This design comes from an exercise in tuning for small area on the open sky130 flow, not from production work.
Only simulation tests tie the RTL to the original design; equivalence was not proved.
Power and IR drop assume default switching activity. The clock port is modelled as an ideal driver; clocking choices that lean on that would not hold on a real chip.

== lane 1 ==
==> flow/design.v (excerpt) <==
module rv32i_core (
   input  logic        clock,
   input  logic        rst_n,
   output logic        wb_cyc,
   output logic        wb_stb,
   output logic [31:0] wb_adr,
   input  logic [31:0] wb_dat,
   input  logic        wb_ack,
   output logic        retire_valid,
   output logic [31:0] retire_pc,
   output logic [4:0]  retire_rd,
   output logic [31:0] retire_rd_value,
   output logic        retire_rd_write,
   output logic        halted
);
clock: 13.0 ns
lec_check: 0
cap_margin: 20
core_margin: 2
core_utilization: 40
cts_cluster_diameter: 100
cts_cluster_size: 30
place_density: 0.6
slew_margin: 20
run.sh (not shown) runs the stock make flow with config.mk's settings and CLKGATE_MAP_FILE= SYNTH_SCRIPT=/design/flow/synth_recipe.tcl, a recipe that flattens the netlist after the stock synthesis.
Lane 1: no failed stages, no open violations at the end
For lane 2, these inputs were changed with respect to lane 1:
Settings: CTS_CLUSTER_SIZE removed (was 30); CTS_CLUSTER_DIAMETER removed (was 100).
## What came out
Between lane 1 and lane 2, count of H-tree levels built during CTS is higher for lane 2, lane 1 comes in under that.
Share of total power in the clock network is higher on lane 2
Lane 2 ended up with more standard cells than lane 1.

---

## run A
The RTL this note starts from:
==> flow/design.v <==
`timescale 1ns/1ns
module rv32i_core (
   input  logic        clock,
   input  logic        rst_n,
   output logic        wb_cyc,
   output logic        wb_stb,
   output logic [31:0] wb_adr,
   input  logic [31:0] wb_dat,
   input  logic        wb_ack,
   output logic        retire_valid,
   output logic [31:0] retire_pc,
   output logic [4:0]  retire_rd,
   output logic [31:0] retire_rd_value,
   output logic        retire_rd_write,
   output logic        halted
);
   logic [4:0] ph;
   logic       sA;      
   logic       sB;      
   logic       sF;      
   logic       sH;      
   logic       clr;     
   wire ph0  = (ph == 5'd0);
   wire ph31 = (ph == 5'd31);
   wire req = sF | (sB & ph31);
   wire ack = req & wb_ack;
   localparam logic [2:0] C_OP = 3'd0, C_OPIMM = 3'd1, C_LUI = 3'd2, C_AUIPC = 3'd3,
                          C_BR = 3'd4, C_FENCE = 3'd5, C_JAL = 3'd6, C_JALR = 3'd7;
   logic [2:0] dcls;
   logic       dlegal;
   always_comb begin
      dlegal = 1'b1;
      case (wb_dat[6:0])
         7'h33:   dcls = C_OP;
         7'h13:   dcls = C_OPIMM;
         7'h37:   dcls = C_LUI;
         7'h17:   dcls = C_AUIPC;
         7'h63:   dcls = C_BR;
         7'h6f:   dcls = C_JAL;
         7'h67:   dcls = C_JALR;
         7'h0f:   dcls = C_FENCE;
         default: begin dcls = C_FENCE; dlegal = 1'b0; end
      endcase
   end
   wire waiting = ~sA & ~sB & ~sF & ~sH;
   always_ff @(posedge clock or negedge rst_n) begin
      if (!rst_n) begin
         ph  <= 5'd0;
         sA  <= 1'b0;
         sB  <= 1'b1;
         sF  <= 1'b0;
         sH  <= 1'b0;
         clr <= 1'b1;
      end else begin
         ph  <= ph + 5'd1;
         clr <= clr & ~ph31;
         sH  <= sH | (ack & ~dlegal);
         sF  <= req & ~ack;
         if (ph31) begin
            sB <= sA;
            sA <= (ack & dlegal) | waiting;
         end
      end
   end
   logic [31:7] ins;
   logic [2:0]  cls;
   always_ff @(posedge clock) begin
      if (ack) begin
         ins <= wb_dat[31:7];
         cls <= dcls;
      end
   end
   wire isOP    = (cls == C_OP);
   wire isOPIMM = (cls == C_OPIMM);
   wire isLUI   = (cls == C_LUI);
   wire isAUIPC = (cls == C_AUIPC);
   wire isBR    = (cls == C_BR);
   wire isJAL   = (cls == C_JAL);
   wire isJALR  = (cls == C_JALR);
   wire isALU   = (cls[2:1] == 2'b00);
   wire jump    = (cls[2:1] == 2'b11);
   wire writes  = ~cls[2] | cls[1];
   wire [2:0] f3  = ins[14:12];
   wire [4:0] rd  = ins[11:7];
   wire [4:0] rs1 = ins[19:15];
   wire [4:0] rs2 = ins[24:20];
   wire       alt = (ins[31:25] == 7'b0100000);
   wire isSLL = isALU & (f3 == 3'b001);
   wire isSR  = isALU & (f3 == 3'b101);
   wire isSLT = isALU & (f3[2:1] == 2'b01);
   wire sub   = isOP & alt & (f3 == 3'b000);
   wire isI = isJALR | isOPIMM;
   wire isU = (cls[2:1] == 2'b01);
   wire isB = isBR;
   wire isJ = isJAL;
   wire [31:0] V = {ins[31:12], ins[31], ins[30:20]};
   wire lane = V[ph];
   logic laneC, imm;
   always_comb begin
      case (ph[1:0])
         2'd1:    laneC = ins[8];
         2'd2:    laneC = ins[9];
         2'd3:    laneC = ins[10];
         default: laneC = ins[11];
      endcase
   end
   wire lo11 = (ph < 5'd11);
   wire lo5  = (ph < 5'd5);
   wire lo20 = (ph < 5'd20);
   always_comb begin
      if (lo11) begin
         if (isU | ((isB | isJ) & ph0)) imm = 1'b0;
         else if (isB & lo5)            imm = laneC;
         else                           imm = lane;
      end else if (ph == 5'd11) begin
         imm = isB ? ins[7] : isJ ? ins[20] : (isI & ins[31]);
      end else begin
         imm = (isU | (isJ & lo20)) ? lane : ins[31];
      end
   end
   logic [31:0] rbit;
   logic        wd;
   wire         wdr = wd & ~clr;
   wire         wen = sB & (clr | writes);
   wire [3:0]   we_hi = {4{wen}} & (clr ? 4'hf : (4'b0001 << rd[4:3]));
   wire [7:0]   we_lo = clr ? 8'hff : (8'b0000_0001 << rd[2:0]);
   assign rbit[0] = 1'b0;
   genvar r;
   generate
      for (r = 1; r < 32; r++) begin : g_x
         logic [31:0] q;
         wire we = we_hi[r / 8] & we_lo[r % 8];
         always_ff @(posedge clock) q <= {we ? wdr : q[0], q[31:1]};
         assign rbit[r] = q[0];
      end
   endgenerate
   wire rs1v = rbit[rs1];
   wire rs2v = rbit[rs2];
   logic [31:0] F;       
   logic [31:0] P;       
   logic [31:0] R;       
   logic        npc;
   logic        ra;
   wire pcA = ~ph0 & F[0];
   always_ff @(posedge clock) begin
      if (sA | (sB & ~ph31)) F <= {sA ? rs1v : npc, F[31:1]};
      P <= {sA ? pcA : P[0], P[31:1]};
      R <= {sA ? ra : wd, R[31:1]};
   end
   assign wb_cyc = req;
   assign wb_stb = req;
   assign wb_adr = {F[31:1], 1'b0};
   logic cy;
   wire bop    = isOP ? rs2v : imm;
   wire cmpb   = (isOP | isBR) ? rs2v : imm;
   wire inject = jump ? (ph == 5'd2) : (ph == 5'd1);
   wire a_in   = sA ? ((isAUIPC | isJAL | isBR) ? pcA : (~isLUI & rs1v))
                    : (jump ? P[0] : P[1]);
   wire b_in   = sA & (bop ^ sub);
   wire cin    = ph0 ? (sA & sub) : (cy | (sB & inject));
   wire sum    = a_in ^ b_in ^ cin;
   always_ff @(posedge clock) cy <= (a_in & b_in) | (a_in & cin) | (b_in & cin);
   logic lt, eq;
   wire dif = rs1v ^ cmpb;
   wire sgn = isBR ? ~f3[1] : ~f3[0];
   always_ff @(posedge clock) begin
      if (sA) begin
         lt <= dif ? ((ph31 & sgn) ? rs1v : cmpb) : (~ph0 & lt);
         eq <= (ph0 | eq) & ~dif;
      end
   end
   wire taken = isBR & (f3[2] ? (lt ^ f3[0]) : (~f3[1] & (eq ^ f3[0])));
   logic [4:0] S;
   logic [4:0] sx;
   always_ff @(posedge clock) begin
      for (int j = 0; j < 5; j++)
         if (sA & (ph == j)) S[j] <= bop;
   end
   always_comb begin
      for (int j = 0; j < 5; j++)
         sx[j] = (sB | (ph > j)) ? S[j] : ((ph == j) & bop);
   end
   wire [4:0]  k    = isSLL ? (5'd0 - sx) : sx;
   wire [5:0]  csum = {1'b0, ph} + {1'b0, k};
   wire        cond = csum[5] | (isSLL & (k == 5'd0));
   wire [31:0] T    = {F[31:1], rs1v};
   wire        tap  = T[k];
   always_comb begin
      if (!isALU) ra = sum;
      else begin
         case (f3)
            3'b000:  ra = sum;
            3'b001:  ra = cond & tap;
            3'b010,
            3'b011:  ra = 1'b0;
            3'b100:  ra = rs1v ^ bop;
            3'b101:  ra = rs1v;
            3'b110:  ra = rs1v | bop;
            default: ra = rs1v & bop;
         endcase
      end
   end
   always_comb begin
      if (jump)       wd = sum;
      else if (isSR)  wd = cond ? (alt & R[31]) : tap;
      else if (isSLL) wd = R[0] & cond;
      else if (isSLT) wd = ph0 ? lt : R[0];
      else            wd = R[0];
   end
   assign npc = ~clr & ((jump | taken) ? R[1] : sum);
   assign retire_valid    = sB & ph31 & ~clr;
   assign retire_pc       = {P[0], P[31:1]};
   assign retire_rd       = rd;
   assign retire_rd_value = {wd, R[31:1]};
   assign retire_rd_write = writes & (rd != 5'd0);
   assign halted          = sH;
endmodule
clock: 13.0 ns
lec_check: 0
cap_margin: 20
core_margin: 2
core_utilization: 40
place_density: 0.6
slew_margin: 20
standard.sh (not shown) runs the stock make flow with config.mk's settings and CLKGATE_MAP_FILE= SYNTH_SCRIPT=/design/flow/synth_recipe.tcl, a recipe that flattens the netlist after the stock synthesis.
==> flow/flow/run.sh <==
#!/bin/bash
# Own layout flow: the standard layout (standard.sh) with these changes.
#  - Synthesis: the standard flow's synthesis script unchanged, except that ABC maps the
#    logic with an area-oriented script (area.abc). The registers are mapped
#    before ABC runs, so they are the standard synthesis's registers.
#  - Clock tree: small leaf buffers under a strong root, no dummy loads.
#  - Port buffers: the smallest buffer cell. Every port still gets a buffer.
# Tool output: standard.log here, and ORFS's per-step logs under orfs/logs.
set -euo pipefail
W=$PWD
{ head -n 1 synth_recipe.tcl; cat flow/abc_override.tcl; tail -n +2 synth_recipe.tcl; } > own_synth.tcl
sed "s|SYNTH_SCRIPT=[^ ]*|SYNTH_SCRIPT=$W/own_synth.tcl|" standard.sh > own_standard.sh
grep -q "SYNTH_SCRIPT=$W/own_synth.tcl" own_standard.sh
export OWN_ABC_SCRIPT=$W/flow/area.abc
export CTS_ARGS="-sink_clustering_enable -repair_clock_nets -dont_use_dummy_load -root_buf sky130_fd_sc_hd__clkbuf_16 -buf_list sky130_fd_sc_hd__clkbuf_4 -sink_clustering_size 10 -sink_clustering_max_diameter 40"
export BUFFER_PORTS_ARGS="-buffer_cell sky130_fd_sc_hd__buf_1"
bash own_standard.sh > standard.log 2>&1
==> flow/flow/abc_override.tcl <==
# ABC with an area-oriented mapping script in place of ORFS's default one
proc abc {args} {
  set i [lsearch -exact $args -script]
  if {$i >= 0} { set args [lreplace $args [expr {$i + 1}] [expr {$i + 1}] $::env(OWN_ABC_SCRIPT)] }
  set j [lsearch -exact $args -D]
  if {$j >= 0} { set args [lreplace $args $j [expr {$j + 1}]] }
  yosys abc {*}$args
}
==> flow/flow/area.abc <==
strash
dch -f
amap
topo
Run A: no failed stages, no open violations at the end
Input changes introduced in run B (baseline for comparison: run A):
-- flow/config.mk --
<<< run A, line 10
export CORE_UTILIZATION = 40
export PLACE_DENSITY = 0.6
>>> run B, line 10
export CORE_UTILIZATION = 65
export PLACE_DENSITY = 0.75
Core utilization ends up higher on run B. Taking run A as the reference, in run B via total after detailed routing has decreased; worst-case reg-to-reg path depth has decreased; first-pass GRT wire length has decreased. Between run B and run A, the difference in combinational power share is negligible. Reported for run B and run A, simple-gate share of the synthesized area turned out identical to the last digit.
Changes in run C relative to run B:
-- flow/flow/run.sh --
<<< run B, line 6
#  - Clock tree: small leaf buffers under a strong root, no dummy loads.
>>> run C, line 6
#  - Clock tree: larger sink clusters and no dummy loads (fewer clock buffers).
<<< run B, line 15
export CTS_ARGS="-sink_clustering_enable -repair_clock_nets -dont_use_dummy_load -root_buf sky130_fd_sc_hd__clkbuf_16 -buf_list sky130_fd_sc_hd__clkbuf_4 -sink_clustering_size 10 -sink_clustering_max_diameter 40"
>>> run C, line 15
export CTS_ARGS="-sink_clustering_enable -repair_clock_nets -dont_use_dummy_load -sink_clustering_size 30 -sink_clustering_max_diameter 100"
Notes after the runs:
The run showing the smaller length of routed met3 wiring is run C.
[compare] base=run B new=run C: synthesized cell area comparable; sequential share of layout area comparable; average routed wire per standard cell now larger.
Relative to run B, total inserted antenna cells has gone down in run C.
In run C relative to run B, total power had gone up slightly.

what the ideal ports hide:
In the flow no input, the clock included, has a driving cell. The finished layouts below were timed again as built, in two steps. Step 1, drivers: a clkbuf_16 drives clock and a buf_2 each remaining input, both assumed. Step 2 adds t to the input delays and takes it off the output delays; t is the mean of the earliest and latest rising clock arrival at the registers after step 1. Input paths then give back, and output paths get back, about the clock's delay inside the block. Three values: no drivers, after step 1, after step 2; two values: the first two.
run | t, ns | setup WS [ns] | hold slack, ns | latest minus earliest clock arrival (ns) | worst register clock-pin slew, ns
lane 1 | 0.653 | 2.161 / 2.105 / 2.757 | 0.323 / 0.323 / 0.323 | 0.022 / 0.021 | 0.11 / 0.11
lane 2 | 0.699 | 2.083 / 2.028 / 2.726 | 0.299 / 0.299 / 0.299 | 0.042 / 0.043 | 0.07 / 0.07
run A | 0.690 | 2.832 / 2.777 / 3.467 | 0.237 / 0.237 / 0.237 | 0.136 / 0.136 | 0.10 / 0.10
run B | 0.629 | 2.721 / 2.665 / 3.294 | 0.267 / 0.267 / 0.267 | 0.098 / 0.098 | 0.11 / 0.11
run C | 0.637 | 2.695 / 2.637 / 3.275 | 0.293 / 0.293 / 0.293 | 0.059 / 0.059 | 0.12 / 0.12
After both steps every run listed still meets setup and hold.
